Background: an optimization exercise with open tools, aiming at small area and a short achievable clock period. Do not read the settings as production practice. Where RTL was checked, it was by simulation tests only, not by an equivalence proof against the original. Power is estimated from default activity; no workload was simulated.

v34:
==> flow/design.v (excerpt) <==
module conv3x3_pe #(
    parameter int SHIFT = 4,
    parameter int ACC_W = 21
) (
    input  logic         clk,
    input  logic         rst,
    input  logic [7:0]   p00,
    input  logic [7:0]   p01,
    input  logic [7:0]   p02,
    input  logic [7:0]   p10,
    input  logic [7:0]   p11,
    input  logic [7:0]   p12,
    input  logic [7:0]   p20,
    input  logic [7:0]   p21,
    input  logic [7:0]   p22,
    input  logic         window_valid,
    input  logic         w_load,
    input  logic [3:0]   w_idx,
    input  logic [7:0]   w_data,
    output logic [7:0]   out_pixel,
    output logic         out_valid,
    output logic [15:0]  out_count
);
For scale: about 2200 cells after synthesis, about 340 flip-flops, roughly 110 I/O pins, about 24000 sq um of cells after synthesis.
clock: 5.5 ns
lec_check: 0
abc_clock_period_in_ps: 2000
cap_margin: 20
core_margin: 2
core_utilization: 55
cts_cluster_diameter: 130
cts_cluster_size: 24
place_density: 0.7
setup_slack_margin: 2.5
slew_margin: 20
synth_hierarchical: 1
synth_minimum_keep_size: 0
standard.sh (not shown) runs the stock make flow with config.mk's settings and CLKGATE_MAP_FILE= SYNTH_SCRIPT=/design/flow/synth_recipe.tcl, a recipe that flattens the netlist after the stock synthesis.
==> flow/flow/run.sh <==
#!/bin/bash
# Own flow: the standard layout (standard.sh: the standard synthesis and
# ORFS steps, unchanged), except that the port buffers buffer_ports inserts
# during global placement are plain buf_1 cells instead of the default pick.
set -euo pipefail
export BUFFER_PORTS_ARGS="-buffer_cell sky130_fd_sc_hd__buf_1"
bash standard.sh > standard_flow.log 2>&1
v34 closes out successfully: all stages finished, all timing, DRC and antenna checks passed.
diff inputs: v34 => v51
- SETUP_SLACK_MARGIN now 2.4, was 2.5
- CTS_CLUSTER_SIZE now 20, was 24
- CORE_UTILIZATION now 40, was 55
- CTS_CLUSTER_DIAMETER now 120, was 130
- PLACE_DENSITY no longer set, was 0.7
## What came out
Higher clock group share of total power goes to v51 over v34. Compared with v34, v51 shows a lower area taken by multi-input logic gates. Hold slack: lower on v51. The sequential share of layout area of v51 falls short of that of v34 by 0.25 points. Going from v34 to v51, the worst setup slack after layout was found to have gone up by 0.033 ns. [compare] base=v34 new=v51: fraction of final layout cells with drive strength greater than 1 decreased by 4.9 points relative to the old numbers; met1 usage in global routing decreased by 11 points relative to the old numbers; part of the cycle the worst path needs decreased by 0.61 points relative to the old numbers; area of the core region increased by 16000 sq um relative to the old numbers. Share of total power in combinational logic: v51 vs v34 up 1.7 points. Largest fanout of any net on the critical path (lower): v34.
## Diff of input files: v47 against v51
- SETUP_SLACK_MARGIN changed from 2.4 to 2.1
- PLACE_DENSITY newly set to 0.7
- CORE_UTILIZATION changed from 40 to 55
Results
| core utilization | v47 vs v51 | 13 points higher |
Share of cell area taken by multi-input logic gates: v47 > v51
Relative to v51, total power has gone down in v47.
Count of buffers not belonging to the clock network in the layout shrinks by more than a quarter when moving from v51 to v47.
v47 — synthesis-to-finish area growth 7.7 points lower, v51 as reference
Modified inputs, v15 compared to v47
- swapping 55 for 40 in CORE_UTILIZATION
- clearing PLACE_DENSITY, which used to be 0.7
- swapping 2.1 for 1.8 in SETUP_SLACK_MARGIN
==> results.txt <==
v15 reports its cell at the slowest stage of the critical path as dfxtp_1 while v47 reports fa_2.
v47 → v15: clock tree cell share of total cell area saw little to no change, core utilization saw a decrease.
The proportion of power drawn by the clock network in v15 was higher than what v47 gave.
From v47 to v15 the numbers moved as follows: maximum cell stage delay along the critical path up 0.27 ns, power increased by about 0.5% relative to the old numbers, required time of the critical path now sits higher.
Compared with v47, in v15 via count of the first global-routing pass decreased by about 2.4% relative to the old numbers; period utilization climbed 4.1 points.
Taking v47 as the reference point, the fraction of met1 tracks used by global routing of v15 falls by 14 points.
Where placement-stage worst setup slack is concerned, v47 is better than v15.
Changes in v32 relative to v15:
- PLACE_DENSITY newly set to 0.8
- SETUP_SLACK_MARGIN changed from 1.8 to 2.3
- CTS_CLUSTER_SIZE changed from 20 to 24
- CTS_CLUSTER_DIAMETER changed from 120 to 130
- CORE_UTILIZATION changed from 40 to 65
Results
- Vias: v32 more than v15
- Against v15, v32 reports a insertion delay to the later sink of the worst-skew pair that is lower.
- v32 ends up with a final weighted congestion in routability-driven placement that is 0.039 higher than in v15.
For v49, these inputs were changed with respect to v32:
- CTS_CLUSTER_DIAMETER no longer set, was 130
- CORE_UTILIZATION now 40, was 65
- CTS_CLUSTER_SIZE no longer set, was 24
- PLACE_DENSITY no longer set, was 0.8
- SETUP_SLACK_MARGIN now 1.8, was 2.3
--- outcome ---
Proportion of final cell area spent on non-clock buffers, v32 and v49, lower one = v49. Per the comparison of v49 with v32, power spent charging and discharging nets now larger; core utilization now smaller. Via density per instance: v49 vs v32 down about 13%. The final reports for v49 and v32 show clock buffer instance count of the final layout higher in the former.

========
conv3x3_pe, a different RTL version from the one above (not shown whole).
For scale: roughly 2100 cells after synthesis, roughly 300 flip-flops, roughly 110 I/O pins, about 23000 sq um of cells after synthesis.
export LEC_CHECK = 0
export ABC_CLOCK_PERIOD_IN_PS = 2000
export CAP_MARGIN = 20
export CORE_MARGIN = 2
export CORE_UTILIZATION = 40
export CTS_CLUSTER_DIAMETER = 120
export CTS_CLUSTER_SIZE = 20
export SETUP_SLACK_MARGIN = 2.0
export SLEW_MARGIN = 20
export SYNTH_HIERARCHICAL = 1
export SYNTH_MINIMUM_KEEP_SIZE = 0
create_clock -name core_clock -period 5.5 [get_ports {clk}]
Scripts as last shown in full above: flow/flow/run.sh
Then changed:
- CORE_UTILIZATION: 40 -> 55
- CTS_CLUSTER_DIAMETER: 120 -> 130
- CTS_CLUSTER_SIZE: 20 -> 24
- PLACE_DENSITY: unset -> 0.7
- SETUP_SLACK_MARGIN: 2.0 -> 2.3
Critical path depth is unchanged.
Total power increases by about 1.4%.
Cell area goes up by 5.9%.
First-iteration DRC count climbs by about 17%.
Clock-buffer cell count goes down by 3.
Flip-flop and latch count stays the same.
Then changed:
- CORE_UTILIZATION: 55 -> 40
- CTS_CLUSTER_DIAMETER: 130 -> 120
- CTS_CLUSTER_SIZE: 24 -> 20
- PLACE_DENSITY: 0.7 -> unset
- SETUP_SLACK_MARGIN: 2.3 -> 1.8
- The new run passed the timing, design-rule and antenna checks
- via count came out lower by 4.9%
- clock-buffer cell count increases by 4
- clock power climbs by 17%
- non-clock buffer count decreases by 86
- clock skew goes up by 0.015 ns
- wire length rose by 0.96%

========
Setup of run A:
conv3x3_pe, a different RTL version from the one above (not shown whole).
Size in the first run: about 260 flip-flops, about 110 I/O pins, ~22000 um2 of cells after synthesis.
==> flow/config.mk <==
export PLATFORM = sky130hd
export DESIGN_NAME = conv3x3_pe
export DESIGN_NICKNAME = conv3x3_pe
export VERILOG_FILES = /design/flow/design.v
export SDC_FILE = /design/flow/constraint.sdc
export NUM_CORES = 4
export LEC_CHECK = 0
export CAP_MARGIN = 20
export CORE_MARGIN = 2
export CORE_UTILIZATION = 40
export SETUP_SLACK_MARGIN = 0
export SLEW_MARGIN = 20
export SYNTH_HIERARCHICAL = 1
export SYNTH_MINIMUM_KEEP_SIZE = 0
==> flow/constraint.sdc <==
create_clock -name core_clock -period 5.5 [get_ports {clk}]
set_input_delay 1.1000 -clock core_clock [delete_from_list [all_inputs] [get_ports {clk}]]
set_output_delay 1.1000 -clock core_clock [all_outputs]
set_load 0.01 [all_outputs]
run.sh (not shown) runs the stock make flow with config.mk's settings and CLKGATE_MAP_FILE= SYNTH_SCRIPT=/design/flow/synth_recipe.tcl, a recipe that flattens the netlist after the stock synthesis.
Stock flow here: none of the scripts above is used.
Setup changes, run A to run B
- a change of SETUP_SLACK_MARGIN from 0 to 1.5
## What came out
Weighted congestion at the end of routability-driven global placement grows by a few percent when moving from run A to run B. Between run A and run B, the difference in final worst hold slack is negligible. Most common library cell in the layout ignoring fill and taps: nand2_1 -> run B, fa_1 -> run A. Compared with run A, in run B final instance area increased by about 8% relative to the old numbers; global-route usage higher.
Function was not checked in any run of this note: the RTL went through the layout flow alone.

========
== P ==
conv3x3_pe with an RTL version that a note above also has.
Size: roughly 2200 cells after synthesis.
Design conv3x3_pe, start of the top module:
module conv3x3_pe #(
    parameter int SHIFT = 4,
    parameter int ACC_W = 21
) (
    input  logic         clk,
    input  logic         rst,
    input  logic [7:0]   p00,
    input  logic [7:0]   p01,
    input  logic [7:0]   p02,
    input  logic [7:0]   p10,
    input  logic [7:0]   p11,
    input  logic [7:0]   p12,
    input  logic [7:0]   p20,
    input  logic [7:0]   p21,
    input  logic [7:0]   p22,
    input  logic         window_valid,
    input  logic         w_load,
    input  logic [3:0]   w_idx,
    input  logic [7:0]   w_data,
    output logic [7:0]   out_pixel,
    output logic         out_valid,
    output logic [15:0]  out_count
);
    logic [7:0]  px_q [0:8];
    logic [11:0] kb_q [0:8];
    logic [7:0]  bias_q;
    logic [11:0] wenc;
    logic        v1_q, v2_q, v3_q;
    logic        wl_q;
    logic [3:0]  wi_q;
    logic [7:0]  wd_q;
    logic [88:0] r2_q;
    logic [19:0] acc_a, acc_b;
    logic [15:0] cnt_q;
    logic t1, t2, t3, t4, t5, t6, t7, t8, t9, t10, t11, t12, t13, t14, t15, t16;
    logic t17, t18, t19, t20, t21, t22, t23, t24, t25, t26, t27, t28, t29, t30, t31, t32;
    logic t33, t34, t35, t36, t37, t38, t39, t40, t41, t42, t43, t44, t45, t46, t47, t48;
  ...
==> flow/config.mk <==
export PLATFORM = sky130hd
export DESIGN_NAME = conv3x3_pe
export DESIGN_NICKNAME = conv3x3_pe
export VERILOG_FILES = /design/flow/design.v
export SDC_FILE = /design/flow/constraint.sdc
export NUM_CORES = 4
export LEC_CHECK = 0
export ABC_CLOCK_PERIOD_IN_PS = 2000
export CAP_MARGIN = 20
export CORE_MARGIN = 2
export CORE_UTILIZATION = 65
export CTS_CLUSTER_DIAMETER = 120
export CTS_CLUSTER_SIZE = 20
export PLACE_DENSITY = 0.8
export SETUP_SLACK_MARGIN = 2.1
export SLEW_MARGIN = 20
export SYNTH_HIERARCHICAL = 1
export SYNTH_MINIMUM_KEEP_SIZE = 0
==> flow/constraint.sdc <==
create_clock -name core_clock -period 5.5 [get_ports {clk}]
set_input_delay 1.1000 -clock core_clock [delete_from_list [all_inputs] [get_ports {clk}]]
set_output_delay 1.1000 -clock core_clock [all_outputs]
set_load 0.01 [all_outputs]
standard.sh (not shown) runs the stock make flow with config.mk's settings and CLKGATE_MAP_FILE= SYNTH_SCRIPT=/design/flow/synth_recipe.tcl, a recipe that flattens the netlist after the stock synthesis.
Scripts as last shown in full above: flow/flow/run.sh
Setup changes, P to Q
- SETUP_SLACK_MARGIN changed from 2.1 to 2.3
- PLACE_DENSITY changed from 0.8 to 0.7
- CORE_UTILIZATION changed from 65 to 55
## What came out
The wire length reported for Q is greater than that of P by about 2.6%. Q vs P on post-route non-filler standard cell count: Q is the higher one. Between P and Q, the portion of total power attributed to the clock network is higher for Q. According to the power report, total power for Q is higher than for P. Number of standard cells after synthesis: P vs Q identical. Looking at slowest cell on the critical path, the dfxtp_1 result is from Q; the dfxtp_2 one comes from P.
Modified inputs, R compared to Q
- a deleted PLACE_DENSITY that had been 0.7
- a change of CORE_UTILIZATION from 55 to 40
- a change of SETUP_SLACK_MARGIN from 2.3 to 2.1
### Flow results
R vs Q, instance count: R higher. Between Q and R, met3 routing resource usage after global routing decreased. Comparing Q against R, there is no change at all in port buffer count. Diff Q -> R: violation count after the first detailed-route iteration moved down; met1 demand-to-capacity share in global routing decreased by 10 points relative to the old numbers; detailed-placement wirelength estimate increased by 7.6% relative to the old numbers. Highest attainable clock frequency went down by a few percent going from Q to R. Taking Q as the reference, in R clock group share of total power increased 1.1 points, die footprint increased 37%.

========
Another version of the RTL of conv3x3_pe (not shown whole).
For scale: roughly 270 flip-flops, about 110 I/O pins, about 22,000 µm² of cells after synthesis.
==> flow/design.v (excerpt) <==
module conv3x3_pe #(
    parameter int SHIFT = 4,
    parameter int ACC_W = 21
) (
    input  logic         clk,
    input  logic         rst,
    input  logic [7:0]   p00,
    input  logic [7:0]   p01,
    input  logic [7:0]   p02,
    input  logic [7:0]   p10,
    input  logic [7:0]   p11,
    input  logic [7:0]   p12,
    input  logic [7:0]   p20,
    input  logic [7:0]   p21,
    input  logic [7:0]   p22,
    input  logic         window_valid,
    input  logic         w_load,
    input  logic [3:0]   w_idx,
    input  logic [7:0]   w_data,
    output logic [7:0]   out_pixel,
    output logic         out_valid,
    output logic [15:0]  out_count
);
Settings: LEC_CHECK=0, ABC_CLOCK_PERIOD_IN_PS=2000, CAP_MARGIN=20, CORE_MARGIN=2, CORE_UTILIZATION=40, SETUP_SLACK_MARGIN=1.8, SLEW_MARGIN=20, SYNTH_HIERARCHICAL=1, SYNTH_MINIMUM_KEEP_SIZE=0; clock period 5.5 ns.
run.sh (not shown) runs the stock make flow with config.mk's settings and CLKGATE_MAP_FILE= SYNTH_SCRIPT=/design/flow/synth_recipe.tcl, a recipe that flattens the netlist after the stock synthesis.
Stock flow here: none of the scripts above is used.
The starting point produced a clean layout.
Edit:
==> flow/flow/run.sh (new file) <==
#!/bin/bash
# Own flow: the standard layout (standard.sh: the standard synthesis and
# ORFS steps, unchanged), except that the port buffers buffer_ports inserts
# during global placement are plain buf_1 cells instead of the default pick.
set -euo pipefail
export BUFFER_PORTS_ARGS="-buffer_cell sky130_fd_sc_hd__buf_1"
bash standard.sh > standard_flow.log 2>&1
==> flow/standard.sh (new file) <==
#!/bin/bash
# synth_recipe.tcl (not shown) runs the flow's synth.tcl, then flattens the netlist and writes it again
# the make line also repeats each setting of config.mk as NAME=value (left out here)
make -C /OpenROAD-flow-scripts/flow DESIGN_CONFIG=/design/flow/config.mk WORK_HOME=/design/flow/orfs CLKGATE_MAP_FILE= SYNTH_SCRIPT=/design/flow/synth_recipe.tcl "${@:-finish}"
SETUP_SLACK_MARGIN = 1.4   (was 1.8)
removed: flow/run.sh
After rerunning:
- The new run went through all stages and came out clean
- clock-buffer cell count is unchanged
- final area shrinks by 7.8%
- synthesized area does not change
- core utilization drops by 3.7 points
- via count shrinks by 2.4%
Edit:
CORE_UTILIZATION = 60   (was 40)
PLACE_DENSITY = 0.75   (was default)
Effect: The changed run ran to the end with no violations. Worst hold slack gets better by 0.0061 ns. Power came out lower by 3.8%. Worst setup slack gets worse by 0.044 ns. Sequential share of layout area came out higher by 0.28 points. Synthesized area stays the same. Via count came out higher by 2.2%. Design area came out lower by 2.2%.

========
run 1:
conv3x3_pe, a different RTL version from the one above (not shown whole).
For scale: about 2000 cells after synthesis, ~290 flip-flops, roughly 110 I/O pins, about 0.023 mm^2 of cells after synthesis.
==> flow/config.mk <==
export PLATFORM = sky130hd
export DESIGN_NAME = conv3x3_pe
export DESIGN_NICKNAME = conv3x3_pe
export VERILOG_FILES = /design/flow/design.v
export SDC_FILE = /design/flow/constraint.sdc
export NUM_CORES = 4
export LEC_CHECK = 0
export ABC_CLOCK_PERIOD_IN_PS = 2000
export CAP_MARGIN = 20
export CORE_MARGIN = 2
export CORE_UTILIZATION = 40
export SETUP_SLACK_MARGIN = 2.1
export SLEW_MARGIN = 20
export SYNTH_HIERARCHICAL = 1
export SYNTH_MINIMUM_KEEP_SIZE = 0
==> flow/constraint.sdc <==
create_clock -name core_clock -period 5.5 [get_ports {clk}]
set_input_delay 1.1000 -clock core_clock [delete_from_list [all_inputs] [get_ports {clk}]]
set_output_delay 1.1000 -clock core_clock [all_outputs]
set_load 0.01 [all_outputs]
standard.sh (not shown) runs the stock make flow with config.mk's settings and CLKGATE_MAP_FILE= SYNTH_SCRIPT=/design/flow/synth_recipe.tcl, a recipe that flattens the netlist after the stock synthesis.
==> flow/flow/run.sh <==
#!/bin/bash
# Own flow: the standard layout (standard.sh: the standard synthesis and
# ORFS steps, unchanged), except that the port buffers buffer_ports inserts
# during global placement are plain buf_1 cells instead of the default pick.
set -euo pipefail
export BUFFER_PORTS_ARGS="-buffer_cell sky130_fd_sc_hd__buf_1"
bash standard.sh > standard_flow.log 2>&1
Run 1 ended with every stage complete and zero timing, DRC or antenna violations.
#### Input delta (run 2 over run 1)
- SETUP_SLACK_MARGIN: 2.1 -> 1.8
[summary]
- Areal power density over the cells (run 2 / run 1): 1.05
- When run 2 is measured against run 1, its global routing met1 resource utilization turns out 0.19 points lower.
- Against run 1, wire length of the first global-routing pass in run 2 came out worse.
- [compare] base=run 1 new=run 2: utilization decreased by 1.3 points relative to the old numbers; portion of total power attributed to combinational logic decreased by 0.6 points relative to the old numbers.
- Between run 2 and run 1, it is run 2 whose clock power is higher, by about 4%.
Setup changes, run 2 to run 3
- SETUP_SLACK_MARGIN changed from 1.8 to 1.4
[summary]
Fmax: run 3 below run 2. Run 2 and run 3 ended up with nearly the same transition time of the tightest slew-check pin. Looking at the reports, run 3 completed the entire flow and the layout it produced met the timing, design-rule and antenna checks. In run 3, the utilization after layout came out 0.50 points below the value in run 2. Worst hold margin across run 2 and run 3: no real change. Run 3 ends up with lower total power than run 2 does. Run 3 ended with less total leakage power than run 2. Run 3: minimum setup slack in the final design is 0.19 ns lower than what run 2 reported.
No run of this note included a check of the RTL's function; only the layout flow was run.

-- static timing again, ports no longer ideal --
No port has a modelled driver above. Below, the same layouts with a new extraction and two added sets of constraints. Step 1 (the two cells are an assumption about what drives the block):
set clk [get_ports {clk}]
set_driving_cell -lib_cell sky130_fd_sc_hd__clkbuf_16 $clk
set_driving_cell -lib_cell sky130_fd_sc_hd__buf_2 [delete_from_list [all_inputs] $clk]
Step 2 times the ports against the registers' clock, not the clock port: input delays grow and output delays shrink by t, the midpoint of the rising clock arrivals with the driver on. Slacks: no drivers / after step 1 / after step 2; pairs: no drivers / after step 1.
| run | t (ns) | setup WS [ns] | worst hold slack (ns) |
|---|---|---|---|
| v34 | 0.601 | 2.265 / 2.265 / 2.265 | 0.458 / 0.458 / 0.458 |
| v51 | 0.617 | 2.298 / 2.238 / 2.362 | 0.444 / 0.444 / 0.444 |
| v47 | 0.610 | 2.167 / 2.167 / 2.167 | 0.446 / 0.446 / 0.446 |
| v15 | 0.626 | 1.941 / 1.916 / 1.941 | 0.448 / 0.448 / 0.448 |
| v32 | 0.599 | 2.279 / 2.229 / 2.279 | 0.446 / 0.446 / 0.446 |
| v49 | 0.643 | 1.918 / 1.918 / 1.918 | 0.444 / 0.444 / 0.444 |
| the first run of note 2 | 0.607 | 1.844 / 1.844 / 1.844 | 0.446 / 0.446 / 0.446 |
| the second run of note 2 | 0.585 | 1.891 / 1.891 / 1.891 | 0.444 / 0.444 / 0.444 |
| the third run of note 2 | 0.604 | 1.834 / 1.834 / 1.834 | 0.442 / 0.442 / 0.442 |
| run A | 0.663 | 0.897 / 0.897 / 0.897 | 0.434 / 0.434 / 0.434 |
| run B | 0.611 | 1.261 / 1.261 / 1.261 | 0.437 / 0.437 / 0.437 |
| P | 0.594 | 2.142 / 2.142 / 2.142 | 0.452 / 0.452 / 0.452 |
| Q | 0.611 | 2.292 / 2.254 / 2.292 | 0.445 / 0.445 / 0.445 |
| R | 0.607 | 2.125 / 2.125 / 2.125 | 0.444 / 0.444 / 0.444 |
| the first run of note 5 | 0.615 | 1.690 / 1.690 / 1.690 | 0.431 / 0.431 / 0.431 |
| the second run of note 5 | 0.613 | 1.459 / 1.459 / 1.459 | 0.439 / 0.439 / 0.439 |
| the third run of note 5 | 0.639 | 1.415 / 1.415 / 1.415 | 0.445 / 0.445 / 0.445 |
| run 1 | 0.607 | 1.888 / 1.835 / 2.139 | 0.443 / 0.443 / 0.443 |
| run 2 | 0.613 | 1.833 / 1.778 / 1.846 | 0.457 / 0.457 / 0.457 |
| run 3 | 0.611 | 1.646 / 1.591 / 1.682 | 0.459 / 0.459 / 0.459 |
After both steps every run listed still meets setup and hold.
